This is an optimization exercise on Yosys and OpenROAD, whose aim is small area and a short achievable clock period, not a production implementation.
Only simulation tests tie the RTL to the original design; equivalence was not proved.
No driver is modelled on the clock port, so clocking that relies on it looks cheaper here than on a real chip.
No activity file was given, so power comes from the tool's default toggle rates.

### flow/design.v
module dm_dec3 (
  input  logic [2:0] a,
  output logic [7:0] y
);
  always_comb
    for (int i = 0; i < 8; i++) y[i] = (a == 3'(i));
endmodule
module dm_dec3n (
  input  logic [2:0] a,
  output logic [7:0] y_n
);
  always_comb
    for (int i = 0; i < 8; i++) y_n[i] = (a != 3'(i));
endmodule
module dm_ao8 (
  input  logic [7:0] d,
  input  logic [7:0] s,
  output logic       y
);
  assign y = |(d & s);
endmodule
module dm_en (
  input  logic nw,
  input  logic nb,
  output logic en
);
  assign en = ~(nw | nb);
endmodule
module dm_wl (
  input  logic lo_n,
  input  logic hi_n,
  output logic y
);
  assign y = ~(lo_n | hi_n);
endmodule
module dm_or8 (
  input  logic [7:0] d,
  output logic       y
);
  assign y = |d;
endmodule
module dm_ext (
  input  logic [31:0] word,
  input  logic [3:0]  sw1,     
  input  logic [3:0]  sw2,     
  input  logic [3:0]  sw3,     
  input  logic [31:0] q,
  input  logic [3:0]  s,       
  input  logic        t1,      
  input  logic        t3,      
  input  logic [3:0]  sb,      
  input  logic        u,       
  input  logic [3:0]  sbh,     
  input  logic        hold,
  output logic [31:0] d
);
  always_comb begin
    for (int k = 0; k < 8; k++)
      d[k] = (s[0] & word[k]) | (s[1] & word[8+k]) | (s[2] & word[16+k]) |
             (s[3] & word[24+k]) | (hold & q[k]);
    for (int k = 8; k < 16; k++)
      d[k] = (t1 & word[k]) | (t3 & word[16+k]) | (hold & q[k]) |
             (|(sb & sw1));
    for (int k = 16; k < 24; k++)
      d[k] = (u & word[k]) | (hold & q[k]) | (|(sbh & sw2));
    for (int k = 24; k < 32; k++)
      d[k] = (u & word[k]) | (hold & q[k]) | (|(sbh & sw3));
  end
endmodule
module data_memory_sized #(
  parameter int DEPTH          = 64,
  parameter int ADDR_W         = $clog2(DEPTH) + 2,
  parameter bit CLEAR_ON_RESET = 1'b1
) (
  input  logic              clk,
  input  logic              rst_n,
  input  logic              mem_read,
  input  logic              mem_write,
  input  logic [1:0]        size,
  input  logic              load_unsigned,
  input  logic [ADDR_W-1:0] address,
  input  logic [31:0]       write_data,
  output logic [31:0]       read_data,
  output logic              read_valid,
  output logic              misaligned,
  output logic              busy
);
  localparam int IDX_W = ADDR_W - 2;
  logic [IDX_W-1:0] cnt;
  logic             fill, idle;
  always_ff @(posedge clk or negedge rst_n) begin
    if (!rst_n) begin
      fill <= CLEAR_ON_RESET;
      cnt  <= '0;
    end else if (fill) begin
      cnt <= cnt + 1'b1;
      if (cnt == IDX_W'(DEPTH - 1)) fill <= 1'b0;
    end
  end
  always_ff @(posedge clk or negedge rst_n) begin
    if (!rst_n)                                  idle <= ~CLEAR_ON_RESET;
    else if (fill && cnt == IDX_W'(DEPTH - 1))   idle <= 1'b1;
  end
  assign busy = ~idle;
  logic [5:0]  idx;
  logic [1:0]  ofs;
  logic        aligned, ld, st, lda;
  logic        sz_b, sz_h, sz_w;
  logic [3:0]  be;
  logic [31:0] wlane, wd;
  always_comb begin
    idx  = address[7:2];
    ofs  = address[1:0];
    sz_b = (size == 2'b00);
    sz_h = (size == 2'b01);
    sz_w = (size == 2'b10);
    aligned = sz_b | (sz_h & ~ofs[0]) | (sz_w & (ofs == 2'b00));
    ld  = mem_read & ~fill;
    lda = ld & aligned;
    st  = mem_write & ~fill & aligned;
    case (size)
      2'b00:   be = 4'b0001 << ofs;
      2'b01:   be = ofs[1] ? 4'b1100 : 4'b0011;
      2'b10:   be = 4'b1111;
      default: be = 4'b0000;
    endcase
    case (size)
      2'b00:   wlane = {4{write_data[7:0]}};
      2'b01:   wlane = {2{write_data[15:0]}};
      default: wlane = write_data;
    endcase
    wd = fill ? 32'd0 : wlane;
  end
  logic [31:0] mem [64];
  logic [7:0]  wlo, whi;
  logic [63:0] nwsel;
  logic [3:0]  nbsel;
  logic [3:0]  en [64];
  dm_dec3 u_wlo (.a(idx[2:0]), .y(wlo));
  dm_dec3 u_whi (.a(idx[5:3]), .y(whi));
  always_comb begin
    for (int w = 0; w < 64; w++) nwsel[w] = ~((whi[w/8] & wlo[w%8]) | fill);
    for (int b = 0; b < 4; b++)  nbsel[b] = ~((st & be[b]) | fill);
  end
  for (genvar w = 0; w < 64; w++) begin : g_wen
    for (genvar b = 0; b < 4; b++) begin : g_b
      dm_en u_en (.nw(nwsel[w]), .nb(nbsel[b]), .en(en[w][b]));
    end
  end
  always_ff @(posedge clk) begin
    for (int w = 0; w < 64; w++)
      for (int b = 0; b < 4; b++)
        if (en[w][b]) mem[w][8*b +: 8] <= wd[8*b +: 8];
  end
  logic [7:0]  rlo_n, rhi_n;
  logic [63:0] wl;
  logic [31:0] word, rd_d;
  logic [7:0]  part [32];
  logic [3:0]  sw1, sw2, sw3;
  dm_dec3n u_rlo (.a(idx[2:0]), .y_n(rlo_n));
  dm_dec3n u_rhi (.a(idx[5:3]), .y_n(rhi_n));
  for (genvar w = 0; w < 64; w++) begin : g_wl
    dm_wl u_wl (.lo_n(rlo_n[w%8]), .hi_n(rhi_n[w/8]), .y(wl[w]));
  end
  for (genvar k = 0; k < 32; k++) begin : g_bit
    for (genvar g = 0; g < 8; g++) begin : g_grp
      logic [7:0] col;
      for (genvar i = 0; i < 8; i++) begin : g_w
        assign col[i] = mem[8*g+i][k];
      end
      dm_ao8 u_grp (.d(col), .s(wl[8*g +: 8]), .y(part[k][g]));
    end
    dm_or8 u_word (.d(part[k]), .y(word[k]));
  end
  for (genvar j = 0; j < 4; j++) begin : g_sw
    dm_or8 u_sw1 (.d(part[8*j+7]), .y(sw1[j]));
    dm_or8 u_sw2 (.d(part[8*j+7]), .y(sw2[j]));
    dm_or8 u_sw3 (.d(part[8*j+7]), .y(sw3[j]));
  end
  logic [3:0] s, ss, sb;
  logic       t1, t3, u;
  always_comb begin
    for (int j = 0; j < 4; j++) begin
      s[j]  = lda & (ofs == 2'(j));
      ss[j] = lda & ~load_unsigned &
              ((sz_b & (ofs == 2'(j))) | (sz_h & (j % 2 == 1) & (ofs == 2'(j - 1))));
      sb[j] = ss[j] & sz_b;
    end
    t1 = lda & ((sz_h & ~ofs[1]) | sz_w);
    t3 = lda & sz_h & ofs[1];
    u  = lda & sz_w;
  end
  dm_ext u_ext (
    .word(word), .sw1(sw1), .sw2(sw2), .sw3(sw3), .q(read_data), .s(s),
    .t1(t1), .t3(t3), .sb(sb), .u(u), .sbh(ss), .hold(~ld), .d(rd_d)
  );
  always_ff @(posedge clk or negedge rst_n) begin
    if (!rst_n) begin
      read_data  <= '0;
      read_valid <= 1'b0;
      misaligned <= 1'b0;
    end else begin
      read_data  <= rd_d;
      read_valid <= ld;
      misaligned <= (mem_read | mem_write) & ~fill & ~aligned;
    end
  end
endmodule
### flow/config.mk
export PLATFORM = sky130hd
export DESIGN_NAME = data_memory_sized
export DESIGN_NICKNAME = data_memory_sized
export VERILOG_FILES = /design/flow/design.v
export SDC_FILE = /design/flow/constraint.sdc
export NUM_CORES = 4
export LEC_CHECK = 0
export CAP_MARGIN = 20
export CORE_MARGIN = 2
export CORE_UTILIZATION = 65
export CTS_CLUSTER_DIAMETER = 60
export CTS_CLUSTER_SIZE = 30
export SETUP_SLACK_MARGIN = 2.2
export SLEW_MARGIN = 20
export SYNTH_HIERARCHICAL = 1
### flow/constraint.sdc
create_clock -name core_clock -period 5.0 [get_ports {clk}]
set_input_delay 1.0000 -clock core_clock [delete_from_list [all_inputs] [get_ports {clk}]]
set_output_delay 1.0000 -clock core_clock [all_outputs]
set_load 0.01 [all_outputs]
### flow/run.sh
#!/bin/bash
# synth_recipe.tcl (not shown) runs the flow's synth.tcl, then flattens the netlist and writes it again
# the make line also repeats each setting of config.mk as NAME=value (left out here)
make -C /OpenROAD-flow-scripts/flow DESIGN_CONFIG=/design/flow/config.mk WORK_HOME=/design/flow/orfs CLKGATE_MAP_FILE= SYNTH_SCRIPT=/design/flow/synth_recipe.tcl finish
==> impl_metrics.toml, run 1 <==
[drt]
drt_iter0_markers = 8014
drcViolationCount = 0
viasPerCell = 7.38
wl_per_cell_um = 37.4
ant_nets = 0
vias = 48400
wl_um = 245000
first_pass_iters = 10

[grt]
grt_pass1_wl_um = 329000
grtUsageTotal_pct = 39.5
overflow = 0
grt_pass1_vias = 44300
grt_max_degree = 65
antenna_found_initial = 10

[outcome]
status = "finished clean"

[cts]
cts_tree = "built"
h-tree-depth = 4
cts_buffers = 137
worstSkewPairLatency_ns = 0.77
hold_buffers = 0
cts.path.max_buffers = 3
cts.sinks = 2090
clkTransAtPathRegs_ns = 0.08
root_buffer = "clkbuf_16"

[layout]
nFillCells = 6079
final_nets = 4967
regArea_mm2 = 0.0626
area_delta_synth_final_pct = 22.2
drive_gt1_share_pct = 29.1
finalInstanceArea_mm2 = 0.0928
multi_input_area_mm2 = 0.0172

[worst_setup_path]
critPathMaxFanout = 7
crit_path_top_delay_cell = "nor4_4"
cp_top_family = "simple AND/OR/NAND/NOR gates"
crit_chain = "buf_6 > or3b_4 > buf_4 > nor2_4 > buf_4 > a22oi_1 > nand4_1 > nor4_4 > nand2_2 > a22oi_2 > nand3_1"
cp_slowest_stage_delay_ns = 0.59
timing.critical_path.mode_cell = "buf_4"
critPathArrivalTime_ns = 3.62
endpoint_kind = "flop"
worstSetupPathType = "input port to flop"
rrSetupSlack_ns = 2.34
required_ns = 5.62
cp.buffers_inverters = 3
critPathLaunchType = "input port"

[floorplanning]
dieWidth_um = 346
start_util_pct = 65.4
rows = 125
floorplan.die_area_mm2 = 0.120
core_area_mm2 = 0.116
die_h_um = 346
io_pins = 82

[run]
cap_violations = 0

[synthesis]
avgSynthCellArea_um2 = 18.2
yosysWarningCount = 14
synth_top_area_cell = "edfxtp_1"
syn_nets = 4223
netlist_instances = 4175
synth_area_mm2 = 0.0759
ys_ff_latch = 2090
ys_seq_area_share_pct = 82.4
synth_edf_count = 2048
netlist-cell-type-count = 42
synth_most_common_cell = "edfxtp_1"
synth_top_area_share_pct = 81.0
ys_async_sr_fraction_pct = 2.01
synthFlopType = "edfxtp_1"
synthTopCellsByCount = "edfxtp_1, a22oi_1, nor2_1, nand4_1, nor4_1"
netlist_top_cells_area = "edfxtp_1, a22oi_1, nand4_1, nor2_1, dfrtp_1"

[timing]
fin_setup_tns_ns = 0
clock.fmax_ghz = 0.334
worst_pin_slew_ns = 1.35
hold_viol = 0
slew_headroom_pct = 9.86
rsz0062_at_grt = "true"
period_share_pct = 59.9
setup_violations = 0
period_minus_slack_ns = 3.00
maxSlewViolCount = 0
skew_ns = 0.0295

[placement]
place.gp.congestion = 0.974
port_buffers = 81
dp_hpwl_um = 153000
dpl_cell_area_mm2 = 0.0813

[hold_path]
hold_path.class = "input port to async pin"

[power]
p_per_area_mw_per_mm2 = 360
power_leakage_nw = 28.7
peakVddDrop_mv = 0.678
==> flip-flops by register name, indices dropped and copies added, names as in the netlist <==
| register | flops |
|---|---|
| read_data | 32 |
| idle | 1 |
| fill | 1 |
| misaligned | 1 |
| cnt | 6 |
| mem | 2048 |
| read_valid | 1 |
==> power breakdown <==
part	internal, mW	switching (mW)	leakage, nW
clock network	5.90	6.09	2.28
registers	19.4	0.114	18.8
logic	0.552	1.32	7.62
==> cell usage in the layout (no fill, tap or decap), types with 11 or more instances in the layout <==
cell / instances
nor2_4: 241
nand4_1: 258
inv_6: 18
nor4_4: 39
dfrtp_2: 33
clkbuf_16: 149
nor2_2: 71
mux2i_1: 13
clkinv_2: 11
buf_8: 18
buf_4: 400
inv_8: 12
clkinv_4: 12
a21oi_1: 44
dlygate4sd2_1: 33
edfxtp_1: 2048
a21oi_4: 12
a21oi_2: 24
a22oi_2: 134
nand2_1: 50
buf_12: 63
a222oi_1: 16
nand2_2: 15
clkinv_8: 14
nor4_2: 39
clkdlybuf4s50_1: 36
nand3_1: 26
a22oi_1: 920
buf_6: 64
nor2_1: 48
==> per-module statistics from Yosys (local to each module, per instance) <==
module | copies in the design | flip-flops and latches | area (um2)
data_memory_sized | 1 | 2090 | 63800
dm_ao8 | 256 | 0 | 36.3
dm_dec3 | 2 | 0 | 65.1
dm_dec3n | 2 | 0 | 60.1
dm_en | 256 | 0 | 3.75
dm_ext | 1 | 0 | 631
dm_or8 | 44 | 0 | 16.3
dm_wl | 64 | 0 | 3.75
==> area by class of cell <==
class / instances / share of cell area (%)
Antenna cell: 8 / 0.0216
Clock buffer: 148 / 3.83
Inverter: 5 / 0.0229
Clock inverter: 96 / 1.21
Tap cell: 1524 / 2.06
Multi-Input combinational cell: 2049 / 18.5
Sequential cell: 2090 / 67.5
Timing Repair Buffer: 636 / 6.84
==> worst paths after layout <==
path	start	to	cells past startpoint
setup / recovery	address[5]	read_data[19]	11
hold / removal	rst_n	cnt[3]	2
setup reg to reg	fill	read_data[8]	7
hold reg to reg	cnt[4]	cnt[4]	1
max in group asynchronous	rst_n	read_data[19]	2
min in group core_clock	cnt[4]	cnt[4]	1
==> logic make-up after synthesis <==
group                      count (synthesis)  share of synthesized area [%]
AOI/OAI and AO/OA                       1153                           11.2
xor gates and xnor gates                   7                         0.0807
adders and majority gates                  1                         0.0165
buffers and inverters                     52                          0.316
DFF                                     2090                           82.4
muxes                                     26                          0.358
and+or+nand+nor                          846                           5.62
==> metal layers <==
layer / track usage [%] / up-vias / routed length, um
met4: 21.6 / 12 / 17600
met1: 55.1 / 24200 / 84500
met3: 10.8 / 765 / 35400
li1: - / 19400 / -
met2: 57.4 / 4016 / 108000
met5: 0 / - / 74
==> per-stage QoR <==
step	total power [mW]	utilization [%]	cells	hold slack, ns	worst slack (ns)
CTS	33.2	77.8	6419	0.313	2.13
detailed placement	21.3	70.0	6009	0.464	-0.264
global route	34.0	79.9	6550	0.358	1.96
finish	33.4	80.0	6556	0.327	2.00
global placement	21.3	69.9	6004	0.459	-0.186
floorplan	20.4	-	4175	0.441	1.81
==> what timing repair did <==
item / 4_1_cts / 5_1_grt
buffers inserted: 151 / 112
endpoints found under the setup margin: 2892 / 463
gates cloned: 15 / 13
pin swaps: 155 / 184
gates resized for setup: 733 / 258
==> run 2, diff against run 1 <==
==> flow/flow/run.sh (new file) <==
#!/bin/bash
# Standard layout, except that the port buffers are buf_4 cells: the default pick
# (a delay cell) cannot be resized later under the platform's footprint matching.
set -euo pipefail
bash standard.sh finish 'BUFFER_PORTS_ARGS=-buffer_cell sky130_fd_sc_hd__buf_4' > make.log 2>&1
==> flow/standard.sh (new file) <==
#!/bin/bash
# synth_recipe.tcl (not shown) runs the flow's synth.tcl, then flattens the netlist and writes it again
# the make line also repeats each setting of config.mk as NAME=value (left out here)
make -C /OpenROAD-flow-scripts/flow DESIGN_CONFIG=/design/flow/config.mk WORK_HOME=/design/flow/orfs CLKGATE_MAP_FILE= SYNTH_SCRIPT=/design/flow/synth_recipe.tcl "${@:-finish}"
removed: flow/run.sh
==> impl_metrics.toml, run 2 <==
[outcome]
status = "finished clean"

[timing]
clock.fmax_ghz = 0.335
worst_pin_slew_ns = 1.42
hold_viol = 0
hold_ws_ns = 0.243
slew_headroom_pct = 5.50
period_share_pct = 59.6
fin_ws_ns = 2.02
period_minus_slack_ns = 2.98
rsz0062_at_grt = "true"
maxSlewViolCount = 0
setup_violations = 0
skew_ns = 0.0249
fin_setup_tns_ns = 0

[drt]
drcViolationCount = 0
wl_um = 236000
first_pass_iters = 7
viasPerCell = 7.33
wl_per_cell_um = 36.8
ant_nets = 0
vias = 47000
drt_iter0_markers = 8213

[synthesis]
synth_top_area_cell = "edfxtp_1"
netlist-cell-type-count = 42
avgSynthCellArea_um2 = 18.2
yosysWarningCount = 14
synth_edf_count = 2048
netlist_top_cells_area = "edfxtp_1, a22oi_1, nand4_1, nor2_1, dfrtp_1"
synth_area_mm2 = 0.0759
synth_top_area_share_pct = 81.0
ys_async_sr_fraction_pct = 2.01
netlist_instances = 4175
synthFlopType = "edfxtp_1"
synthTopCellsByCount = "edfxtp_1, a22oi_1, nor2_1, nand4_1, nor4_1"
synth_most_common_cell = "edfxtp_1"
ys_ff_latch = 2090
syn_nets = 4223
ys_seq_area_share_pct = 82.4

[floorplanning]
rows = 125
floorplan.die_area_mm2 = 0.120
core_area_mm2 = 0.116
start_util_pct = 65.4
dieWidth_um = 346
die_h_um = 346
io_pins = 82

[placement]
dpl.cell_count = 5927
port_buffers = 81
dpl_cell_area_mm2 = 0.0803
post-place-ws_ns = 0.403
place.gp.congestion = 0.990
dp_hpwl_um = 150000

[cts]
cts_buffers = 141
cts_tree = "built"
cts.path.max_buffers = 3
h-tree-depth = 4
cts.sinks = 2090
root_buffer = "clkbuf_16"
clkTransAtPathRegs_ns = 0.09
worstSkewPairLatency_ns = 0.78
hold_buffers = 0

[grt]
grt_pass1_vias = 43400
grtUsageTotal_pct = 38.3
grt_pass1_wl_um = 321000
overflow = 0
antenna_found_initial = 9
grt_max_degree = 65

[layout]
final_cells = 6408
final_common_cell = "edfxtp_1"
biggestRegsByFlops = "mem: 2048 flops, read_data: 32 flops, cnt: 6 flops"
area_delta_synth_final_pct = 19.1
final_nets = 4821
largest-register = "mem"
drive_gt1_share_pct = 26.3
mostFrequentLayoutCells = "edfxtp_1, a22oi_1, buf_4"
finalInstanceArea_mm2 = 0.0905
largest_reg_flops = 2048

[hold_path]
hold_path.class = "input port to async pin"

[power]
power_leakage_nw = 27.9
p_seq_share_pct = 58.6
clockPowerShare_pct = 36.0
switching_share_pct = 22.5
internal_power_mw = 25.8
peakVddDrop_mv = 0.388
p_per_area_mw_per_mm2 = 368
p_sw_mw = 7.49
combPwrFrac_pct = 5.4

[worst_setup_path]
r2r_cells = 3
cp_slowest_stage_delay_ns = 0.75
worstSetupPathType = "input port to flop"
rrSetupSlack_ns = 2.12
crit_path_top_delay_cell = "nor2_1"
rr_endpoint = "mem[26][1]"
r2r-start = "fill"
critPathMaxFanout = 8
critPathArrivalTime_ns = 3.38
crit_chain = "buf_12 > buf_4 > nor3b_4 > a21oi_1 > nor2_1"
critPathLaunchType = "input port"
endpoint_kind = "flop"
required_ns = 5.40

[run]
cap_violations = 0
## run 2: Yosys stat by module, one instance, submodules excluded
| module | flip-flops and latches | copies in the design |
|---|---|---|
| data_memory_sized | 2090 | 1 |
| dm_ao8 | 0 | 256 |
| dm_dec3 | 0 | 2 |
| dm_dec3n | 0 | 2 |
| dm_en | 0 | 256 |
| dm_ext | 0 | 1 |
| dm_or8 | 0 | 44 |
| dm_wl | 0 | 64 |
## run 2: layer usage
| metal | track usage [%] | vias to the layer above | wire length, um |
|---|---|---|---|
| met1 | 55.1 | 23700 | 84700 |
| met5 | 0.640 | - | 167 |
| li1 | - | 19000 | - |
| met2 | 56.5 | 3570 | 105000 |
| met3 | 9.25 | 642 | 31600 |
| met4 | 17.9 | 16 | 14200 |
## run 2: cell type report
type                       instances  area, um2
sequential                      2090      62600
fill                            6308      25600
multi-input combinational       2041      16300
timing repair buffer             494       5030
clock buffer                     154       3620
tap                             1524       1910
clock inverter                    94       1010
inverter                           5       20.0
antenna                            6       15.0
## run 2: kinds of logic after synthesis
| logic type | count (synthesis) | share of synthesized area, % |
|---|---|---|
| and+or+nand+nor | 846 | 5.62 |
| AOI/OAI and AO/OA | 1153 | 11.2 |
| xor gates and xnor gates | 7 | 0.0807 |
| buffers and inverters | 52 | 0.316 |
| muxes | 26 | 0.358 |
| adders and majority gates | 1 | 0.0165 |
| DFF | 2090 | 82.4 |
## run 2: power groups by stage
| stage | clock [mW] | combinational, mW | sequential (mW) |
|---|---|---|---|
| 2_1_floorplan | 0 | 0.555 | 19.8 |
| 3_3_place_gp | 0 | 1.38 | 19.9 |
| 3_5_place_dp | 0 | 1.41 | 19.9 |
| 4_1_cts | 12.0 | 1.56 | 19.5 |
| 5_1_grt | 12.6 | 1.81 | 19.5 |
| 6_report | 12.0 | 1.78 | 19.5 |
## run 2: worst max path at each step
stage / from / end / slack (ns)
6_report: address[4] / mem[9][2] / 2.02
3_3_place_gp: address[4] / read_data[9] / 0.47
4_1_cts: address[3] / read_data[9] / 2.08
5_1_grt: address[7] / read_data[4] / 2.02
3_5_place_dp: address[4] / read_data[9] / 0.40
2_1_floorplan: address[5] / read_data[10] / 1.81
## run 2: through the flow
stage / power (mW) / util [%]
2_1_floorplan: 20.4 / -
5_1_grt: 33.9 / 77.9
3_5_place_dp: 21.3 / 69.2
4_1_cts: 33.0 / 75.7
3_3_place_gp: 21.3 / 69.2
6_report: 33.3 / 77.9
## run 2: worst max-delay path, delay by kind of cell
kind	cells	cell delay (ns)
buffers and inverters	2	0.26
AOI/OAI and AO/OA	1	0.65
and+or+nand+nor	2	1.45
## run 2: what timing repair did
action,in CTS,in global routing
buffers inserted,140,68
setup endpoints to repair,1212,1154
gates cloned,9,10
pin swaps,127,178
resized for setup,270,395
endpoints found under the hold margin,0,0
==> run 3, diff against run 2 <==
--- a/flow/design.v
+++ b/flow/design.v
@@ -35,2 +35,15 @@
 endmodule
+module dm_nor2 (
+  input  logic a,
+  input  logic b,
+  output logic y
+);
+  assign y = ~(a | b);
+endmodule
+module dm_nand4 (
+  input  logic [3:0] a,
+  output logic       y
+);
+  assign y = ~&a;
+endmodule
 module dm_or8 (
@@ -39,31 +52,29 @@
 );
-  assign y = |d;
-endmodule
-module dm_ext (
-  input  logic [31:0] word,
-  input  logic [3:0]  sw1,     
-  input  logic [3:0]  sw2,     
-  input  logic [3:0]  sw3,     
-  input  logic [31:0] q,
-  input  logic [3:0]  s,       
-  input  logic        t1,      
-  input  logic        t3,      
-  input  logic [3:0]  sb,      
-  input  logic        u,       
-  input  logic [3:0]  sbh,     
-  input  logic        hold,
-  output logic [31:0] d
-);
-  always_comb begin
-    for (int k = 0; k < 8; k++)
-      d[k] = (s[0] & word[k]) | (s[1] & word[8+k]) | (s[2] & word[16+k]) |
-             (s[3] & word[24+k]) | (hold & q[k]);
-    for (int k = 8; k < 16; k++)
-      d[k] = (t1 & word[k]) | (t3 & word[16+k]) | (hold & q[k]) |
-             (|(sb & sw1));
-    for (int k = 16; k < 24; k++)
-      d[k] = (u & word[k]) | (hold & q[k]) | (|(sbh & sw2));
-    for (int k = 24; k < 32; k++)
-      d[k] = (u & word[k]) | (hold & q[k]) | (|(sbh & sw3));
-  end
+  logic [3:0] n;
+  for (genvar i = 0; i < 4; i++) begin : g_n
+    dm_nor2 u_n (.a(d[2*i]), .b(d[2*i+1]), .y(n[i]));
+  end
+  dm_nand4 u_y (.a(n), .y(y));
+endmodule
+module dm_aoi22 (
+  input  logic a,
+  input  logic b,
+  input  logic c,
+  input  logic d,
+  output logic y
+);
+  assign y = ~((a & b) | (c & d));
+endmodule
+module dm_nand2 (
+  input  logic a,
+  input  logic b,
+  output logic y
+);
+  assign y = ~(a & b);
+endmodule
+module dm_nand3 (
+  input  logic [2:0] a,
+  output logic       y
+);
+  assign y = ~&a;
 endmodule
@@ -154,4 +165,2 @@
   end
-  logic [7:0]  rlo_n, rhi_n;
-  logic [63:0] wl;
   logic [31:0] word, rd_d;
@@ -159,6 +168,11 @@
   logic [3:0]  sw1, sw2, sw3;
-  dm_dec3n u_rlo (.a(idx[2:0]), .y_n(rlo_n));
-  dm_dec3n u_rhi (.a(idx[5:3]), .y_n(rhi_n));
-  for (genvar w = 0; w < 64; w++) begin : g_wl
-    dm_wl u_wl (.lo_n(rlo_n[w%8]), .hi_n(rhi_n[w/8]), .y(wl[w]));
+  logic [7:0]  rlo_n [4];
+  logic [7:0]  rhi_n [4];
+  logic [63:0] wl [4];
+  for (genvar c = 0; c < 4; c++) begin : g_rdec
+    dm_dec3n u_rlo (.a(idx[2:0]), .y_n(rlo_n[c]));
+    dm_dec3n u_rhi (.a(idx[5:3]), .y_n(rhi_n[c]));
+    for (genvar w = 0; w < 64; w++) begin : g_wl
+      dm_wl u_wl (.lo_n(rlo_n[c][w%8]), .hi_n(rhi_n[c][w/8]), .y(wl[c][w]));
+    end
   end
@@ -170,3 +184,3 @@
       end
-      dm_ao8 u_grp (.d(col), .s(wl[8*g +: 8]), .y(part[k][g]));
+      dm_ao8 u_grp (.d(col), .s(wl[k/8][8*g +: 8]), .y(part[k][g]));
     end
@@ -192,6 +206,31 @@
   end
-  dm_ext u_ext (
-    .word(word), .sw1(sw1), .sw2(sw2), .sw3(sw3), .q(read_data), .s(s),
-    .t1(t1), .t3(t3), .sb(sb), .u(u), .sbh(ss), .hold(~ld), .d(rd_d)
-  );
+  logic        hold;
+  logic [31:0] hq_n, a0_n, a1_n;
+  logic [1:0]  sg1_n, sg2_n, sg3_n;
+  assign hold = ~ld;
+  for (genvar k = 0; k < 32; k++) begin : g_hq
+    dm_nand2 u_hq (.a(hold), .b(read_data[k]), .y(hq_n[k]));
+  end
+  for (genvar h = 0; h < 2; h++) begin : g_sg
+    dm_aoi22 u_sg1 (.a(sb[2*h]), .b(sw1[2*h]), .c(sb[2*h+1]), .d(sw1[2*h+1]), .y(sg1_n[h]));
+    dm_aoi22 u_sg2 (.a(ss[2*h]), .b(sw2[2*h]), .c(ss[2*h+1]), .d(sw2[2*h+1]), .y(sg2_n[h]));
+    dm_aoi22 u_sg3 (.a(ss[2*h]), .b(sw3[2*h]), .c(ss[2*h+1]), .d(sw3[2*h+1]), .y(sg3_n[h]));
+  end
+  for (genvar k = 0; k < 8; k++) begin : g_b0
+    dm_aoi22 u_a0 (.a(s[0]), .b(word[k]), .c(s[1]), .d(word[8+k]), .y(a0_n[k]));
+    dm_aoi22 u_a1 (.a(s[2]), .b(word[16+k]), .c(s[3]), .d(word[24+k]), .y(a1_n[k]));
+    dm_nand3 u_d (.a({a0_n[k], a1_n[k], hq_n[k]}), .y(rd_d[k]));
+  end
+  for (genvar k = 8; k < 16; k++) begin : g_b1
+    dm_aoi22 u_a0 (.a(t1), .b(word[k]), .c(t3), .d(word[16+k]), .y(a0_n[k]));
+    dm_nand4 u_d (.a({a0_n[k], hq_n[k], sg1_n}), .y(rd_d[k]));
+  end
+  for (genvar k = 16; k < 32; k++) begin : g_b23
+    dm_aoi22 u_a0 (.a(u), .b(word[k]), .c(hold), .d(read_data[k]), .y(a0_n[k]));
+    if (k < 24) begin : g_2
+      dm_nand3 u_d (.a({a0_n[k], sg2_n}), .y(rd_d[k]));
+    end else begin : g_3
+      dm_nand3 u_d (.a({a0_n[k], sg3_n}), .y(rd_d[k]));
+    end
+  end
   always_ff @(posedge clk or negedge rst_n) begin
--- a/flow/config.mk
+++ b/flow/config.mk
@@ -12,4 +12,4 @@
 export CTS_CLUSTER_SIZE = 30
-export SETUP_SLACK_MARGIN = 2.2
-export SLEW_MARGIN = 20
+export SETUP_SLACK_MARGIN = 2.4
+export SLEW_MARGIN = 60
 export SYNTH_HIERARCHICAL = 1
==> impl_metrics.toml, run 3 <==
[power]
power_leakage_nw = 27.7
switching_share_pct = 23.1
internal_power_mw = 25.9
combPwrFrac_pct = 5.8
p_seq_share_pct = 57.8
p_sw_mw = 7.76
clockPowerShare_pct = 36.3
peakVddDrop_mv = 0.410
p_per_area_mw_per_mm2 = 365
finalPower_mw = 33.6

[placement]
post-place-ws_ns = 0.568
dpl_cell_area_mm2 = 0.0836
dp_hpwl_um = 157000
port_buffers = 81
place.gp.congestion = 0.940

[synthesis]
avgSynthCellArea_um2 = 17.2
netlist-cell-type-count = 42
synth_area_mm2 = 0.0775
ys_ff_latch = 2090
yosysWarningCount = 16
synth_top_area_cell = "edfxtp_1"
ys_async_sr_fraction_pct = 2.01
synth_top_area_share_pct = 79.4
synthAdderAreaFrac_pct = 0.0162
synthMuxAreaShare_pct = 0.351
synth_most_common_cell = "edfxtp_1"
syn_nets = 4560
synthTopCellsByCount = "edfxtp_1, a22oi_1, nor2_1, nand4_1, a21oi_1"
yosys.area_share.simple_pct = 7.32
synthFlopType = "edfxtp_1"
synth_top_family_by_area = "compound AO/OA/AOI/OAI gates"
synth_xor_area_share_pct = 0.0791
synth_edf_count = 2048
netlist_top_cells_area = "edfxtp_1, a22oi_1, nor2_1, nand4_1, dfrtp_1"
netlist_instances = 4512
synth_compound_area_share_pct = 11.2
ys_seq_area_share_pct = 80.8

[timing]
slew_headroom_pct = 56.1
period_share_pct = 54.4
clock.fmax_ghz = 0.368
fin_ws_ns = 2.28
hold_ws_ns = 0.121
skew_ns = 0.0370
fin_setup_tns_ns = 0
setup_violations = 0
maxSlewViolCount = 0
period_minus_slack_ns = 2.72
rsz0062_at_grt = "true"
worst_pin_slew_ns = 0.659
hold_viol = 0

[cts]
hold_buffers = 0
h-tree-depth = 4
root_buffer = "clkbuf_16"
cts.path.max_buffers = 3
cts_tree = "built"
cts_buffers = 132
clkTransAtPathRegs_ns = 0.09
cts.sinks = 2090
worstSkewPairLatency_ns = 0.80

[grt]
grtUsageTotal_pct = 38.4
antenna_found_initial = 6
grt_pass1_wl_um = 326000
grt_max_degree = 65
grt_pass1_vias = 44900
overflow = 0

[layout]
area_delta_synth_final_pct = 19.0
biggestRegsByFlops = "mem: 2048 flops, read_data: 32 flops, cnt: 6 flops"
largest-register = "mem"
largest_reg_flops = 2048
final_common_cell = "edfxtp_1"
mostFrequentLayoutCells = "edfxtp_1, a22oi_1, nor2_2"
nFillCells = 6423
finalInstanceArea_mm2 = 0.0922
regArea_mm2 = 0.0626
multi_input_area_mm2 = 0.0183
final_nets = 5092
drive_gt1_share_pct = 28.0

[worst_setup_path]
crit_chain = "buf_16 > buf_12 > buf_16 > or3b_4 > nor2_4 > a22oi_1 > nand4_1 > nor2_1 > nand4_1 > buf_4 > a22oi_2 > nand4_1"
r2r-start = "fill"
cp_slowest_stage_delay_ns = 0.33
timing.critical_path.mode_cell = "nand4_1"
critPathArrivalTime_ns = 3.40
cp_top_family = "simple AND/OR/NAND/NOR gates"
critPathMaxFanout = 18
required_ns = 5.68
worstSetupPathType = "input port to flop"
cp.buffers_inverters = 4
r2r_cells = 6
cp.depth = 12
cp-startpoint = "address[7]"
crit_path_top_delay_cell = "or3b_4"
critPathLaunchType = "input port"
endpoint_kind = "flop"

[outcome]
status = "finished clean"

[drt]
ant_nets = 0
drt_iter0_markers = 8212
vias = 48500
first_pass_iters = 6
viasPerCell = 7.25
wl_um = 236000
wl_per_cell_um = 35.4
drcViolationCount = 0

[floorplanning]
rows = 126
floorplan.die_area_mm2 = 0.122
start_util_pct = 65.6
die_h_um = 349
core_area_mm2 = 0.118
dieWidth_um = 349
io_pins = 82

[hold_path]
hold_path.class = "input port to async pin"

[run]
cap_violations = 0
==> run 3: cell types whose count changed in the layout (fill, tap and decap cells not counted), sizes merged, moves of 16 or more <==
cell    delta
inv       +16
nand3b    +18
buf       -65
a222oi    -16
nor4      -87
nand4     +52
nor2     +358
a22oi     +16
nand2     -34
or3b      +18
==> run 3: cells by family (layout without fill, tap and decap cells) <==
group,after synthesis,count (layout)
AO/OA/AOI/OAI,1153,1153
XOR/XNOR,7,7
adder cells (fa/ha/maj),1,1
buffers and inverters,43,680
flip-flops,2090,2090
multiplexers,26,26
other,0,2
AND/OR/NAND/NOR,1192,1192
==> run 3: per-module statistics from Yosys, one instance, submodules excluded, a selection <==
module | cell area (um2) | times used
dm_ao8 | 36.3 | 256
dm_aoi22 | 12.5 | 46
dm_en | 3.75 | 256
dm_nand2 | 3.75 | 16
dm_dec3n | 60.1 | 8
dm_nand3 | 5.00 | 24
dm_nand4 | 6.26 | 52
data_memory_sized | 63900 | 1
dm_wl | 3.75 | 256
dm_nor2 | 3.75 | 176
dm_dec3 | 65.1 | 2
==> run 3: area by class of cell <==
cell class	count	share of cell area (%)
Tap cell	1536	2.09
Sequential cell	2090	67.9
Multi-Input combinational cell	2379	19.9
Clock inverter	98	1.40
Timing Repair Buffer	436	4.94
Antenna cell	2	0.00543
Inverter	5	0.0231
Clock buffer	141	3.79
==> run 3: what timing repair did <==
action,CTS,global route
pin swaps,64,71
buffers inserted,82,54
resized for setup,253,250
setup endpoints to repair,1047,500
cloned,7,4
==> run 3: path summary, 6_finish.rpt <==
| check | slack, ns | to |
|---|---|---|
| min in group core_clock | 0.46 | idle |
| max reg2reg | 2.46 | mem[31][9] |
| min reg2reg | 0.46 | idle |
| max in group asynchronous | 4.46 | fill |
| max | 2.28 | read_data[14] |
| min | 0.12 | read_valid |
==> run 3: metal layers <==
metal	wire [um]	up-vias	GRT usage (%)	part of all wire, %
li1	-	19900	-	-
met1	84800	24400	54.2	36
met2	102000	3544	54.0	43
met3	34000	630	12.3	14
met4	15000	6	20.4	6.4
met5	300	-	1.60	0.13
==> run 3: stage by stage <==
stage,util (%),std cells
4_1_cts,76.4,6621
6_report,78.1,6687
5_1_grt,78.0,6685
3_3_place_gp,68.8,6190
3_5_place_dp,70.8,6293
2_1_floorplan,-,4512
==> run 3: power by group through the flow <==
| stage | clock network (mW) | logic, mW | registers, mW |
|---|---|---|---|
| finish | 12.2 | 1.96 | 19.5 |
| CTS | 12.3 | 1.75 | 19.5 |
| detailed placement | 0 | 1.60 | 19.9 |
| floorplan | 0 | 0.613 | 19.8 |
| global placement | 0 | 1.45 | 19.9 |
| global route | 12.9 | 1.98 | 19.5 |
==> run 4, diff against run 3 <==
--- a/flow/config.mk
+++ b/flow/config.mk
@@ -12,4 +12,5 @@
 export CTS_CLUSTER_SIZE = 30
-export SETUP_SLACK_MARGIN = 2.4
+export SETUP_SLACK_MARGIN = 2.5
 export SLEW_MARGIN = 60
 export SYNTH_HIERARCHICAL = 1
+export TNS_END_PERCENT = 10
==> impl_metrics.toml, run 4 <==
[outcome]
status = "finished clean"

[placement]
place.gp.congestion = 0.925
port_buffers = 81
post-place-ws_ns = 0.671
dp_hpwl_um = 154000

[hold_path]
hold_path.class = "input port to async pin"

[synthesis]
synth_edf_count = 2048
ys_async_sr_fraction_pct = 2.01
netlist-cell-type-count = 42
avgSynthCellArea_um2 = 17.2
syn_nets = 4560
netlist_top_cells_area = "edfxtp_1, a22oi_1, nor2_1, nand4_1, dfrtp_1"
synthFlopType = "edfxtp_1"
synth_most_common_cell = "edfxtp_1"
synth_top_area_share_pct = 79.4
synth_area_mm2 = 0.0775
netlist_instances = 4512
ys_seq_area_share_pct = 80.8
synthTopCellsByCount = "edfxtp_1, a22oi_1, nor2_1, nand4_1, a21oi_1"
yosysWarningCount = 16
synth_top_area_cell = "edfxtp_1"
ys_ff_latch = 2090

[layout]
nFillCells = 6493
regArea_mm2 = 0.0626
final_common_cell = "edfxtp_1"
utilization_pct = 77.9
biggestRegsByFlops = "mem: 2048 flops, read_data: 32 flops, cnt: 6 flops"
mostFrequentLayoutCells = "edfxtp_1, a22oi_1, nor2_2"
multi_input_area_mm2 = 0.0178
final_nets = 5137
largest-register = "mem"
area_delta_synth_final_pct = 18.8
largest_reg_flops = 2048
drive_gt1_share_pct = 28.7

[worst_setup_path]
critPathLaunchType = "input port"
r2r_cells = 6
critPathArrivalTime_ns = 3.10
crit_path_top_delay_cell = "nor2_2"
endpoint = "mem[20][0]"
r2r-start = "fill"
worstSetupPathType = "input port to flop"
rrSetupSlack_ns = 2.40
crit_chain = "buf_16 > buf_8 > buf_4 > nor3b_1 > buf_4 > a21oi_2 > buf_4 > nor2_2"
required_ns = 5.43
critPathMaxFanout = 9
timing.critical_path.mode_cell = "buf_4"
cp-startpoint = "address[5]"
cp_slowest_stage_delay_ns = 0.41
rr_endpoint = "mem[20][0]"
endpoint_kind = "flop"

[cts]
cts_buffers = 134
clkTransAtPathRegs_ns = 0.11
cts.sinks = 2090
worstSkewPairLatency_ns = 0.81
cts_tree = "built"
cts.path.max_buffers = 3
h-tree-depth = 4
root_buffer = "clkbuf_16"

[drt]
viasPerCell = 7.19
wl_per_cell_um = 35.2
vias = 48400
first_pass_iters = 6
drcViolationCount = 0
drt_iter0_markers = 7670
ant_nets = 0
wl_um = 237000

[timing]
hold_ws_ns = 0.121
clock.fmax_ghz = 0.374
rsz0062_at_grt = "true"
setup_violations = 0
slew_headroom_pct = 53.0
skew_ns = 0.0410
fin_ws_ns = 2.33
hold_viol = 0
worst_pin_slew_ns = 0.705
maxSlewViolCount = 0
period_share_pct = 53.5
period_minus_slack_ns = 2.67
fin_setup_tns_ns = 0

[floorplanning]
core_area_mm2 = 0.118
floorplan.die_area_mm2 = 0.122
io_pins = 82
start_util_pct = 65.6
rows = 126
die_h_um = 349
dieWidth_um = 349

[grt]
grt_pass1_vias = 45300
grtUsageTotal_pct = 38.6
antenna_found_initial = 9
overflow = 0
grt_pass1_wl_um = 327000
grt_max_degree = 65

[power]
power_leakage_nw = 28.0
p_per_area_mw_per_mm2 = 367
peakVddDrop_mv = 0.404

[run]
cap_violations = 0
## run 4: cell counts after synthesis
Identical to the previous run, type by type.
## run 4: worst max-delay path, delay by kind of cell
kind / cells / cell delay (ns)
simple gates: 2 / 0.73
buf+inv: 5 / 1.08
compound gates: 1 / 0.25
## run 4: timing repair
item                                    in CTS  in global routing
pin swaps                                   86                 80
resized for setup                          285                165
buffers inserted                           105                 65
gates cloned                                 9                  4
endpoints found under the setup margin    2044                541
hold buffers                                 0                  0
## run 4: per-module statistics from Yosys (local to each module, per instance), excerpt
module | cells | flops+latches
dm_nor2 | 1 | 0
dm_wl | 1 | 0
dm_en | 1 | 0
dm_nand3 | 1 | 0
dm_dec3 | 8 | 0
dm_nand2 | 1 | 0
dm_ao8 | 5 | 0
dm_aoi22 | 1 | 0
dm_dec3n | 8 | 0
data_memory_sized | 2326 | 2090
dm_nand4 | 1 | 0
## run 4: per-layer routing
layer	part of all wire [%]	global-route usage [%]	vias up
met2	44	55.2	3544
met1	36	53.2	24300
met4	6.4	20.9	4
met3	14	12.8	636
met5	0.012	0	-
li1	-	-	20000
## run 4: power by group
group	internal [mW]	total [mW]	leakage [nW]	switching (mW)
clock network	6.17	12.3	2.36	6.18
logic	0.549	1.95	6.82	1.40
registers	19.4	19.5	18.8	0.0772
## run 4: per-stage QoR
stage	instance area, um2	instances	power, mW
3_5_place_dp	83400	6299	21.4
4_1_cts	90400	6657	33.6
5_1_grt	92000	6733	34.4
3_3_place_gp	81400	6217	21.3
2_1_floorplan	77600	4512	20.5
6_report	92000	6737	33.8
## run 4: kinds of logic after synthesis
logic type                 share of synthesized area (%)
and+or+nand+nor                                     7.32
xor gates and xnor gates                          0.0792
buffers and inverters                              0.250
DFF                                                 80.8
AOI/OAI and AO/OA                                   11.2
adders and majority gates                         0.0162
muxes                                              0.351
## run 4: cell type report
cell class,count,area share [%]
antenna,4,0.0109
clock buffer,153,4.00
clock inverter,91,1.30
inverter,5,0.0231
multi-input combinational,2379,19.3
sequential,2090,68.0
tap,1536,2.09
timing repair buffer,479,5.28
## run 4: worst min-delay path by stage
stage,cells after the start,slack (ns),to,start
after global placement,2,0.44,idle,idle
after global routing,1,0.13,read_data[19],rst_n
after floorplan,1,0.44,cnt[5],cnt[5]
after CTS,1,0.11,read_data[18],rst_n
final,1,0.12,read_data[18],rst_n
after detailed placement,2,0.45,idle,idle
==> run 5, diff against run 4 <==
--- a/flow/design.v
+++ b/flow/design.v
@@ -9,6 +9,9 @@
   input  logic [2:0] a,
+  input  logic [2:0] a_n,
   output logic [7:0] y_n
 );
-  always_comb
-    for (int i = 0; i < 8; i++) y_n[i] = (a != 3'(i));
+  for (genvar i = 0; i < 8; i++) begin : g_y
+    dm_nand3 u_y (.a({i[2] ? a[2] : a_n[2], i[1] ? a[1] : a_n[1], i[0] ? a[0] : a_n[0]}),
+                  .y(y_n[i]));
+  end
 endmodule
@@ -172,4 +175,4 @@
   for (genvar c = 0; c < 4; c++) begin : g_rdec
-    dm_dec3n u_rlo (.a(idx[2:0]), .y_n(rlo_n[c]));
-    dm_dec3n u_rhi (.a(idx[5:3]), .y_n(rhi_n[c]));
+    dm_dec3n u_rlo (.a(idx[2:0]), .a_n(~idx[2:0]), .y_n(rlo_n[c]));
+    dm_dec3n u_rhi (.a(idx[5:3]), .a_n(~idx[5:3]), .y_n(rhi_n[c]));
     for (genvar w = 0; w < 64; w++) begin : g_wl
--- a/flow/config.mk
+++ b/flow/config.mk
@@ -15,2 +15 @@
 export SYNTH_HIERARCHICAL = 1
-export TNS_END_PERCENT = 10
==> impl_metrics.toml, run 5 <==
[layout]
largest_reg_flops = 2048
final_common_cell = "edfxtp_1"
utilization_pct = 79.8
final_nets = 5160
biggestRegsByFlops = "mem: 2048 flops, read_data: 32 flops, cnt: 6 flops"
finalInstanceArea_mm2 = 0.0942
area_delta_synth_final_pct = 21.8
nFillCells = 6119
mostFrequentLayoutCells = "edfxtp_1, a22oi_1, buf_4"
largest-register = "mem"
drive_gt1_share_pct = 31.0

[placement]
place.gp.congestion = 0.936
dp_hpwl_um = 156000
dpl_cell_area_mm2 = 0.0836
port_buffers = 81

[power]
p_per_area_mw_per_mm2 = 364
power_leakage_nw = 28.4
finalPower_mw = 34.3
peakVddDrop_mv = 0.388

[grt]
grt_pass1_wl_um = 329000
grtUsageTotal_pct = 38.9
grt_pass1_vias = 45500
grt_max_degree = 65
antenna_found_initial = 9
overflow = 0

[worst_setup_path]
endpoint_kind = "flop"
required_ns = 5.64
crit_chain = "buf_16 > buf_12 > nand3_4 > buf_12 > buf_4 > nor2_4 > a22oi_2 > nand4_1 > nor2_1 > nand4_1 > a22oi_2 > nand3_1"
critPathLaunchType = "input port"
worstSetupPathType = "input port to flop"
crit_path_top_delay_cell = "nand4_1"
cp_top_family = "simple AND/OR/NAND/NOR gates"
critPathMaxFanout = 8
cp.buffers_inverters = 4
cp_slowest_stage_delay_ns = 0.50
critPathArrivalTime_ns = 3.43

[synthesis]
ys_ff_latch = 2090
synth_top_area_share_pct = 79.5
synthFlopType = "edfxtp_1"
avgSynthCellArea_um2 = 17.1
synth_most_common_cell = "edfxtp_1"
yosysWarningCount = 15
netlist-cell-type-count = 40
netlist_top_cells_area = "edfxtp_1, a22oi_1, nor2_1, nand4_1, dfrtp_1"
ys_async_sr_fraction_pct = 2.01
synth_top_area_cell = "edfxtp_1"
syn_nets = 4566
synthTopCellsByCount = "edfxtp_1, a22oi_1, nor2_1, nand4_1, nand3_1"
ys_seq_area_share_pct = 80.9
netlist_instances = 4518
synth_edf_count = 2048
synth_area_mm2 = 0.0773

[timing]
period_minus_slack_ns = 2.79
rsz0062_at_grt = "true"
worst_pin_slew_ns = 0.703
hold_viol = 0
clock.fmax_ghz = 0.359
slew_headroom_pct = 52.2
hold_ws_ns = 0.0705
skew_ns = 0.0496
period_share_pct = 55.7
maxSlewViolCount = 0
setup_violations = 0
fin_setup_tns_ns = 0

[cts]
hold_buffers = 0
worstSkewPairLatency_ns = 0.81
cts_buffers = 135
cts_tree = "built"
h-tree-depth = 4
cts.sinks = 2090
root_buffer = "clkbuf_16"
cts.path.max_buffers = 3
clkTransAtPathRegs_ns = 0.10

[drt]
drt_iter0_markers = 7511
first_pass_iters = 6
wl_um = 239000
drcViolationCount = 0
ant_nets = 0
vias = 48800
wl_per_cell_um = 35.3
viasPerCell = 7.22

[run]
cap_violations = 0

[floorplanning]
io_pins = 82
rows = 126
floorplan.die_area_mm2 = 0.122
dieWidth_um = 349
start_util_pct = 65.5
core_area_mm2 = 0.118
die_h_um = 349

[hold_path]
hold_path.class = "input port to async pin"

[outcome]
status = "finished clean"
## run 5: cell types whose count changed in the layout (fill, tap and decap cells not counted), moves of 36 or more
cell / delta
a22oi_1: -57
nor2_2: -127
nor2_4: +163
nand3_4: +47
nor2_1: -36
a22oi_2: +57
## run 5: kinds of logic (layout without fill, tap and decap cells)
group                    after synthesis  count (layout)  share of synthesized area (%)
flip-flops                          2090            2090                           80.9
AND/OR/NAND/NOR                     1192            1192                           7.13
AO/OA/AOI/OAI                       1153            1153                           11.2
buffers and inverters                 49             753                          0.280
multiplexers                          26              26                          0.351
XOR/XNOR                               7               7                         0.0793
adder cells (fa/ha/maj)                1               1                         0.0162
other                                  0               5                              0
## run 5: worst reg2reg max path, cell delays in order, from the launching register on
cell and delay [ns]:
dfstp_4 0.49, buf_12 0.14, buf_16 0.16, buf_16 0.17, a41oi_4 0.52, clkbuf_16 0.32, buf_16 0.20, nor2_1 0.09
buf_4 0.20
## run 5: cell type report
| type | count | area (um2) | area share, % |
|---|---|---|---|
| inverter | 11 | 125 | 0.133 |
| sequential | 2090 | 62600 | 66.4 |
| clock buffer | 148 | 3640 | 3.86 |
| multi-input combinational | 2379 | 19300 | 20.4 |
| antenna | 5 | 12.5 | 0.0133 |
| clock inverter | 99 | 1440 | 1.53 |
| timing repair buffer | 495 | 5240 | 5.57 |
| tap | 1536 | 1920 | 2.04 |
## run 5: timing repair
item                                     CTS  global route
resized for setup                        703           171
pin swaps                                138           108
endpoints found under the setup margin  2587           891
buffers inserted                          85            58
cloned                                     9             6
## run 5: power by group
| part | internal [mW] | switching [mW] |
|---|---|---|
| combinational | 0.580 | 1.52 |
| sequential | 19.4 | 0.0681 |
| clock | 6.56 | 6.21 |
## run 5: Yosys stat by module, one instance, submodules excluded, excerpt
module | flops+latches | area (um2) | times used
dm_aoi22 | 0 | 12.5 | 46
dm_wl | 0 | 3.75 | 256
dm_nand3 | 0 | 5.00 | 88
data_memory_sized | 2090 | 63900 | 1
dm_nor2 | 0 | 3.75 | 176
dm_dec3 | 0 | 65.1 | 2
## run 5: per-layer routing
layer / routed length, um / track usage (%) / vias to the layer above
li1: - / - / 20100
met1: 83400 / 54.1 / 24500
met2: 105000 / 55.5 / 3585
met3: 35000 / 12.1 / 669
met4: 15100 / 21.3 / 10
met5: 172 / 0.840 / -
## run 5: worst paths after layout
| path | slack [ns] | from | endpoint | depth (start not counted) |
|---|---|---|---|---|
| worst max-delay path | 2.21 | address[2] | read_data[2] | 12 |
| worst min-delay path | 0.07 | rst_n | misaligned | 1 |
| worst max register to register | 2.47 | fill | mem[18][4] | 8 |
| worst min register to register | 0.48 | cnt[5] | cnt[5] | 1 |
| max in group asynchronous | 4.37 | rst_n | fill | 2 |
| min in group core_clock | 0.48 | cnt[5] | cnt[5] | 1 |
## run 5: stage by stage
stage	worst slack, ns	cells
2_1_floorplan	1.52	4518
4_1_cts	2.39	6688
5_1_grt	2.25	6760
3_3_place_gp	0.599	6273
3_5_place_dp	0.723	6347
6_report	2.21	6763
==> run 6, diff against run 5 <==
--- a/flow/design.v
+++ b/flow/design.v
@@ -9,9 +9,6 @@
   input  logic [2:0] a,
-  input  logic [2:0] a_n,
   output logic [7:0] y_n
 );
-  for (genvar i = 0; i < 8; i++) begin : g_y
-    dm_nand3 u_y (.a({i[2] ? a[2] : a_n[2], i[1] ? a[1] : a_n[1], i[0] ? a[0] : a_n[0]}),
-                  .y(y_n[i]));
-  end
+  always_comb
+    for (int i = 0; i < 8; i++) y_n[i] = (a != 3'(i));
 endmodule
@@ -175,4 +172,4 @@
   for (genvar c = 0; c < 4; c++) begin : g_rdec
-    dm_dec3n u_rlo (.a(idx[2:0]), .a_n(~idx[2:0]), .y_n(rlo_n[c]));
-    dm_dec3n u_rhi (.a(idx[5:3]), .a_n(~idx[5:3]), .y_n(rhi_n[c]));
+    dm_dec3n u_rlo (.a(idx[2:0]), .y_n(rlo_n[c]));
+    dm_dec3n u_rhi (.a(idx[5:3]), .y_n(rhi_n[c]));
     for (genvar w = 0; w < 64; w++) begin : g_wl
==> flow/flow/run.sh (replaced) <==
#!/bin/bash
# Standard layout, except that the port buffers are buf_4 cells (the default pick,
# a delay cell, cannot be resized later under the platform's footprint matching),
# and the timing repair after global routing sees 25% more wire RC.
set -euo pipefail
bash standard.sh finish 'BUFFER_PORTS_ARGS=-buffer_cell sky130_fd_sc_hd__buf_4' \
  "PRE_GLOBAL_ROUTE_TCL=$PWD/flow/scale_rc.tcl" > make.log 2>&1
==> flow/flow/scale_rc.tcl (new file) <==
# Wire RC for the optimisation steps, 25% above the platform's estimate, so that
# timing repair leaves margin for the detailed routing's parasitics.
set rc_scale 1.25
foreach {layer c r} {
  li1  1.499e-04   7.176e-02
  met1 1.72375E-04 8.929e-04
  met2 1.36233E-04 8.929e-04
  met3 2.14962E-04 1.567e-04
  met4 1.48128E-04 1.567e-04
  met5 1.54087E-04 1.781e-05
} {
  set_layer_rc -layer $layer -capacitance [expr {$c * $rc_scale}] -resistance [expr {$r * $rc_scale}]
}
set_wire_rc -signal -layer met1
set_wire_rc -clock -layer met3
--- a/flow/config.mk
+++ b/flow/config.mk
@@ -15 +15,2 @@
 export SYNTH_HIERARCHICAL = 1
+export TNS_END_PERCENT = 10
==> impl_metrics.toml, run 6 <==
[cts]
root_buffer = "clkbuf_16"
cts_buffers = 134
clkTransAtPathRegs_ns = 0.10
cts_tree = "built"
cts.path.max_buffers = 3
h-tree-depth = 4
cts.sinks = 2090
worstSkewPairLatency_ns = 0.81

[placement]
place.gp.congestion = 0.925
dp_hpwl_um = 154000
port_buffers = 81
dpl_cell_area_mm2 = 0.0834
post-place-ws_ns = 0.671

[worst_setup_path]
endpoint_kind = "flop"
crit_path_top_delay_cell = "or3b_4"
critPathArrivalTime_ns = 3.30
critPathLaunchType = "input port"
cp_slowest_stage_delay_ns = 0.30
crit_chain = "buf_16 > or3b_4 > buf_12 > buf_4 > nor2_4 > a22oi_2 > nand4_1 > buf_6 > buf_4 > nor2_2 > nand4_1 > a22oi_2 > buf_6 > nand3_1"
worstSetupPathType = "input port to flop"
critPathMaxFanout = 8
r2r_cells = 7
required_ns = 5.66

[synthesis]
synth_area_mm2 = 0.0775
netlist_top_cells_area = "edfxtp_1, a22oi_1, nor2_1, nand4_1, dfrtp_1"
synth_top_area_share_pct = 79.4
ys_seq_area_share_pct = 80.8
synth_most_common_cell = "edfxtp_1"
netlist-cell-type-count = 42
synthTopCellsByCount = "edfxtp_1, a22oi_1, nor2_1, nand4_1, a21oi_1"
ys_ff_latch = 2090
ys_async_sr_fraction_pct = 2.01
avgSynthCellArea_um2 = 17.2
syn_nets = 4560
netlist_instances = 4512
synthFlopType = "edfxtp_1"
synth_top_area_cell = "edfxtp_1"
yosysWarningCount = 16
synth_edf_count = 2048

[power]
power_leakage_nw = 28.6
p_per_area_mw_per_mm2 = 363
peakVddDrop_mv = 0.408

[timing]
maxSlewViolCount = 0
clock.fmax_ghz = 0.379
slew_headroom_pct = 55.4
period_minus_slack_ns = 2.64
worst_pin_slew_ns = 0.669
fin_ws_ns = 2.36
period_share_pct = 52.8
skew_ns = 0.0364
hold_viol = 0
fin_setup_tns_ns = 0
setup_violations = 0
rsz0062_at_grt = "true"
hold_ws_ns = 0.144

[floorplanning]
io_pins = 82
core_area_mm2 = 0.118
start_util_pct = 65.6
die_h_um = 349
rows = 126
dieWidth_um = 349
floorplan.die_area_mm2 = 0.122

[run]
cap_violations = 0

[layout]
finalInstanceArea_mm2 = 0.0935
largest_reg_flops = 2048
largest-register = "mem"
area_delta_synth_final_pct = 20.7
drive_gt1_share_pct = 31.1
biggestRegsByFlops = "mem: 2048 flops, read_data: 32 flops, cnt: 6 flops"
final_common_cell = "edfxtp_1"
mostFrequentLayoutCells = "edfxtp_1, a22oi_1, nor2_2"
final_nets = 5200

[grt]
overflow = 0
grt_pass1_vias = 45300
grtUsageTotal_pct = 38.6
antenna_found_initial = 10
grt_pass1_wl_um = 328000
grt_max_degree = 65

[outcome]
status = "finished clean"

[drt]
ant_nets = 0
wl_per_cell_um = 35.6
viasPerCell = 7.23
drcViolationCount = 0
first_pass_iters = 10
vias = 49200
wl_um = 242000
drt_iter0_markers = 7952

[hold_path]
hold_path.class = "input port to async pin"
==> run 6: cell count changes in the layout (fill, tap and decap cells not counted), sizes merged <==
cell,previous run,this run
clkbuf,159,168
or3,2,10
nand3b,0,24
nand3,89,33
diode,5,9
buf,481,526
bufinv,19,11
clkinv,31,39
clkinvlp,14,6
or3b,0,24
inv,46,40
bufbuf,3,1
==> run 6: stage by stage <==
stage / power [mW] / instances / util [%]
after floorplan: 20.5 / 4512 / -
after global placement: 21.3 / 6217 / 68.9
after detailed placement: 21.4 / 6299 / 70.6
after CTS: 33.6 / 6657 / 76.6
after global routing: 35.5 / 6797 / 79.2
final: 33.9 / 6805 / 79.2
==> run 6: report_power, final <==
part	total, mW	internal, mW	switching, mW
Combinational	2.08	0.621	1.46
Clock	12.4	6.17	6.21
Sequential	19.5	19.4	0.0806
Total	33.9	26.2	7.75
==> run 6: per-module statistics from Yosys, one instance, submodules excluded, excerpt <==
module	flip-flops and latches	cells	cell area, um2	times used
dm_wl	0	1	3.75	256
dm_nand2	0	1	3.75	16
dm_nand3	0	1	5.00	24
dm_nor2	0	1	3.75	176
dm_aoi22	0	1	12.5	46
dm_dec3n	0	8	60.1	8
dm_dec3	0	8	65.1	2
dm_en	0	1	3.75	256
dm_ao8	0	5	36.3	256
dm_nand4	0	1	6.26	52
data_memory_sized	2090	2326	63900	1
==> run 6: per-layer routing <==
| layer | wire, um | vias to the layer above | track usage [%] | part of all wire, % |
|---|---|---|---|---|
| met5 | 24 | - | 0 | 0.0099 |
| met4 | 16000 | 4 | 20.9 | 6.6 |
| met3 | 34600 | 698 | 12.8 | 14 |
| met2 | 107000 | 3726 | 55.2 | 44 |
| met1 | 84900 | 24600 | 53.3 | 35 |
| li1 | - | 20100 | - | - |
==> run 6: critical path, delay by kind of cell <==
kind	cells	cell delay, ns
AO/OA/AOI/OAI	2	0.48
buffers and inverters	6	0.92
AND/OR/NAND/NOR	6	0.88
==> run 6: repair_timing <==
action,CTS,global route
pin swaps,86,118
setup buffers,105,113
endpoints found under the setup margin,2044,1636
hold buffers,0,0
cloned,9,8
gates resized for setup,285,238
==> run 6: layout make-up <==
type                       count  area [um2]
multi-input combinational   2379       18300
antenna                        9        22.5
tap                         1536        1920
clock inverter                91        1190
fill                        6263       24600
inverter                       5        21.3
sequential                  2090       62600
timing repair buffer         542        5780
clock buffer                 153        3680
==> run 6: final timing paths <==
path | from | endpoint | slack (ns)
max | address[3] | read_data[29] | 2.36
min | rst_n | read_data[19] | 0.14
max reg2reg | fill | mem[47][15] | 2.61
min reg2reg | idle | idle | 0.46
max in group asynchronous | rst_n | fill | 4.47
min in group core_clock | idle | idle | 0.46
==> run 6: cells by family after synthesis <==
| group | count (synthesis) | synth area share, % |
|---|---|---|
| XOR/XNOR | 7 | 0.0792 |
| flip-flops | 2090 | 80.8 |
| adder cells (fa/ha/maj) | 1 | 0.0162 |
| buffers and inverters | 43 | 0.250 |
| AO/OA/AOI/OAI | 1153 | 11.2 |
| AND/OR/NAND/NOR | 1192 | 7.32 |
| multiplexers | 26 | 0.351 |
==> run 7, diff against run 6 <==
==> flow/flow/run.sh (replaced) <==
#!/bin/bash
# Standard layout, except that the port buffers are buf_4 cells (the default pick,
# a delay cell, cannot be resized later under the platform's footprint matching),
# and clock tree synthesis and the timing repairs after it see 25% more wire RC.
set -euo pipefail
bash standard.sh finish 'BUFFER_PORTS_ARGS=-buffer_cell sky130_fd_sc_hd__buf_4' \
  "PRE_CTS_TCL=$PWD/flow/scale_rc.tcl" "PRE_GLOBAL_ROUTE_TCL=$PWD/flow/scale_rc.tcl" > make.log 2>&1
==> impl_metrics.toml, run 7 <==
[worst_setup_path]
required_ns = 5.69
critPathLaunchType = "input port"
crit_chain = "buf_16 > buf_12 > or3b_4 > buf_6 > nor2_4 > buf_4 > buf_6 > a22oi_2 > nand4_1 > nor2_2 > nand4_1 > a22oi_2 > nand3_1"
worstSetupPathType = "input port to flop"
critPathMaxFanout = 7
cp_slowest_stage_delay_ns = 0.41
cp.buffers_inverters = 5
cp_top_family = "simple AND/OR/NAND/NOR gates"
endpoint_kind = "flop"
crit_path_top_delay_cell = "nand4_1"
r2r_cells = 7
cp.depth = 13
critPathArrivalTime_ns = 3.39

[synthesis]
synth_top_area_cell = "edfxtp_1"
yosysWarningCount = 16
synth_most_common_cell = "edfxtp_1"
synth_edf_count = 2048
ys_seq_area_share_pct = 80.8
ys_async_sr_fraction_pct = 2.01
avgSynthCellArea_um2 = 17.2
netlist_top_cells_area = "edfxtp_1, a22oi_1, nor2_1, nand4_1, dfrtp_1"
syn_nets = 4560
synthTopCellsByCount = "edfxtp_1, a22oi_1, nor2_1, nand4_1, a21oi_1"
synthFlopType = "edfxtp_1"
synth_area_mm2 = 0.0775
ys_ff_latch = 2090
netlist_instances = 4512
synth_top_area_share_pct = 79.4
netlist-cell-type-count = 42

[grt]
grt_pass1_vias = 45500
grt_pass1_wl_um = 327000
grt_max_degree = 65
antenna_found_initial = 6
grtUsageTotal_pct = 38.6
overflow = 0

[layout]
biggestRegsByFlops = "mem: 2048 flops, read_data: 32 flops, cnt: 6 flops"
utilization_pct = 79.0
area_delta_synth_final_pct = 20.4
largest_reg_flops = 2048
multi_input_area_mm2 = 0.0184
final_nets = 5167
largest-register = "mem"
final_common_cell = "edfxtp_1"
mostFrequentLayoutCells = "edfxtp_1, a22oi_1, nor2_2"
drive_gt1_share_pct = 31.1
nFillCells = 6311
regArea_mm2 = 0.0626

[drt]
ant_nets = 0
wl_um = 239000
drcViolationCount = 0
drt_iter0_markers = 7504
viasPerCell = 7.17
wl_per_cell_um = 35.3
vias = 48500
first_pass_iters = 6

[cts]
cts_buffers = 134
cts.sinks = 2090
worstSkewPairLatency_ns = 0.81
cts_tree = "built"
clkTransAtPathRegs_ns = 0.10

[floorplanning]
floorplan.die_area_mm2 = 0.122
io_pins = 82
die_h_um = 349
core_area_mm2 = 0.118
rows = 126
start_util_pct = 65.6
dieWidth_um = 349

[timing]
worst_pin_slew_ns = 0.611
clock.fmax_ghz = 0.371
period_minus_slack_ns = 2.70
skew_ns = 0.0419
rsz0062_at_grt = "true"
hold_viol = 0
period_share_pct = 54.0
maxSlewViolCount = 0
fin_setup_tns_ns = 0
slew_headroom_pct = 59.3
setup_violations = 0

[power]
clockPowerShare_pct = 36.4
power_leakage_nw = 28.4
p_per_area_mw_per_mm2 = 363
switching_share_pct = 22.7
combPwrFrac_pct = 6.1
internal_power_mw = 26.2
p_seq_share_pct = 57.5
peakVddDrop_mv = 0.381
p_sw_mw = 7.68

[placement]
place.gp.congestion = 0.925
dp_hpwl_um = 154000
port_buffers = 81

[run]
cap_violations = 0

[hold_path]
hold_path.class = "input port to async pin"

[outcome]
status = "finished clean"
## run 7: cell counts after synthesis
No cell type changed its count.
## run 7: worst register-to-register path, delay by kind of cell, from the launching register on
| family | cells | cell delay (ns) |
|---|---|---|
| buf+inv | 2 | 0.39 |
| flops | 1 | 0.51 |
| compound gates | 1 | 0.16 |
| simple gates | 4 | 1.41 |
## run 7: repair_timing
item / 4_1_cts / 5_1_grt
endpoints found under the setup margin: 2871 / 1262
buffers inserted: 149 / 42
pin swaps: 152 / 72
gates cloned: 9 / 5
hold buffers: 0 / 0
gates resized for setup: 450 / 122
## run 7: cells by family (layout without fill, tap and decap cells)
group | Yosys count | count (layout) | synth area share (%)
AO/OA/AOI/OAI | 1153 | 1153 | 11.2
XOR/XNOR | 7 | 7 | 0.0792
adder cells (fa/ha/maj) | 1 | 1 | 0.0162
buffers and inverters | 43 | 758 | 0.250
flip-flops | 2090 | 2090 | 80.8
multiplexers | 26 | 26 | 0.351
other | 0 | 7 | 0
AND/OR/NAND/NOR | 1192 | 1192 | 7.32
## run 7: through the flow
stage / hold slack [ns] / area (um2) / power [mW] / cells / setup slack [ns]
after CTS: 0.0642 / 91500 / 34.4 / 6701 / 2.35
after global placement: 0.442 / 81400 / 21.3 / 6217 / 0.696
after floorplan: 0.442 / 77600 / 20.5 / 4512 / 1.52
after detailed placement: 0.445 / 83400 / 21.4 / 6299 / 0.671
after global routing: 0.0883 / 93200 / 35.5 / 6765 / 2.21
final: 0.132 / 93300 / 33.8 / 6770 / 2.30
## run 7: power groups by stage
stage / Combinational [mW] / Clock [mW] / Sequential (mW)
after floorplan: 0.611 / 0 / 19.8
after global placement: 1.46 / 0 / 19.9
after detailed placement: 1.58 / 0 / 19.9
after CTS: 2.02 / 12.9 / 19.5
after global routing: 2.28 / 13.7 / 19.5
final: 2.05 / 12.3 / 19.5
## run 7: final timing paths
path                       startpoint       endpoint  slack (ns)
min                             rst_n  read_data[18]        0.13
max reg2reg                      fill  read_data[13]        2.46
max in group asynchronous       rst_n           fill        4.48
min in group core_clock          idle           idle        0.46
max                        address[7]   read_data[3]        2.30
min reg2reg                      idle           idle        0.46
## run 7: area by class of cell
cell class | count | area share [%]
clock buffer | 153 | 3.94
clock inverter | 91 | 1.28
sequential | 2090 | 67.1
antenna | 7 | 0.0188
inverter | 5 | 0.0228
timing repair buffer | 509 | 5.86
tap | 1536 | 2.06
multi-input combinational | 2379 | 19.7
## run 7: Yosys stat by module, one instance, submodules excluded, a selection
module             times used  cells  flops+latches  area (um2)
data_memory_sized           1   2326           2090       63900
dm_dec3                     2      8              0        65.1
dm_dec3n                    8      8              0        60.1
dm_ao8                    256      5              0        36.3
dm_aoi22                   46      1              0        12.5
dm_nand4                   52      1              0        6.26
dm_nand3                   24      1              0        5.00
dm_en                     256      1              0        3.75
dm_nand2                   16      1              0        3.75
dm_nor2                   176      1              0        3.75
dm_wl                     256      1              0        3.75
## run 7: metal layers
metal	GRT usage, %	vias to the layer above	share of wire (%)
met4	21.4	6	6.7
li1	-	20000	-
met3	12.1	666	14
met2	55.4	3518	44
met1	53.4	24300	35
met5	0	-	0.056

## re-timing with driven ports
In the flow no input, the clock included, has a driving cell. The finished layouts below were timed again as built, in two steps. Step 1, drivers: a clkbuf_16 drives clk and a buf_2 each remaining input, both assumed. Step 2 times the ports against the registers' clock, not the clock port: input delays grow and output delays shrink by t, the midpoint of the rising clock arrivals with the driver on. Slacks: ideal / step 1 / step 2; pairs: ideal / step 1.
run	shift t [ns]	setup WS [ns]	hold slack, ns	worst setup path at the end	clock arrival spread, ns
run 1	0.843	2.005 / 1.878 / 1.035	0.327 / 0.260 / 0.475	input to register	0.037 / 0.037
run 2	0.839	2.019 / 1.910 / 1.072	0.243 / 0.204 / 0.473	input to register	0.031 / 0.031
run 3	0.870	2.279 / 2.044 / 1.174	0.121 / 0.086 / 0.455	input to register	0.042 / 0.042
run 4	0.865	2.326 / 2.056 / 1.191	0.121 / 0.088 / 0.457	input to register	0.042 / 0.042
run 5	0.863	2.215 / 2.234 / 1.371	0.070 / 0.032 / 0.480	input to register	0.054 / 0.054
run 6	0.869	2.359 / 1.977 / 1.108	0.144 / 0.103 / 0.457	input to register	0.038 / 0.038
run 7	0.863	2.301 / 2.028 / 1.166	0.132 / 0.094 / 0.456	input to register	0.043 / 0.043
After both steps every run listed still meets setup and hold. The setup slack of run 6, which loses most, moves by -0.382 ns with the drivers and by -1.251 ns with both steps.
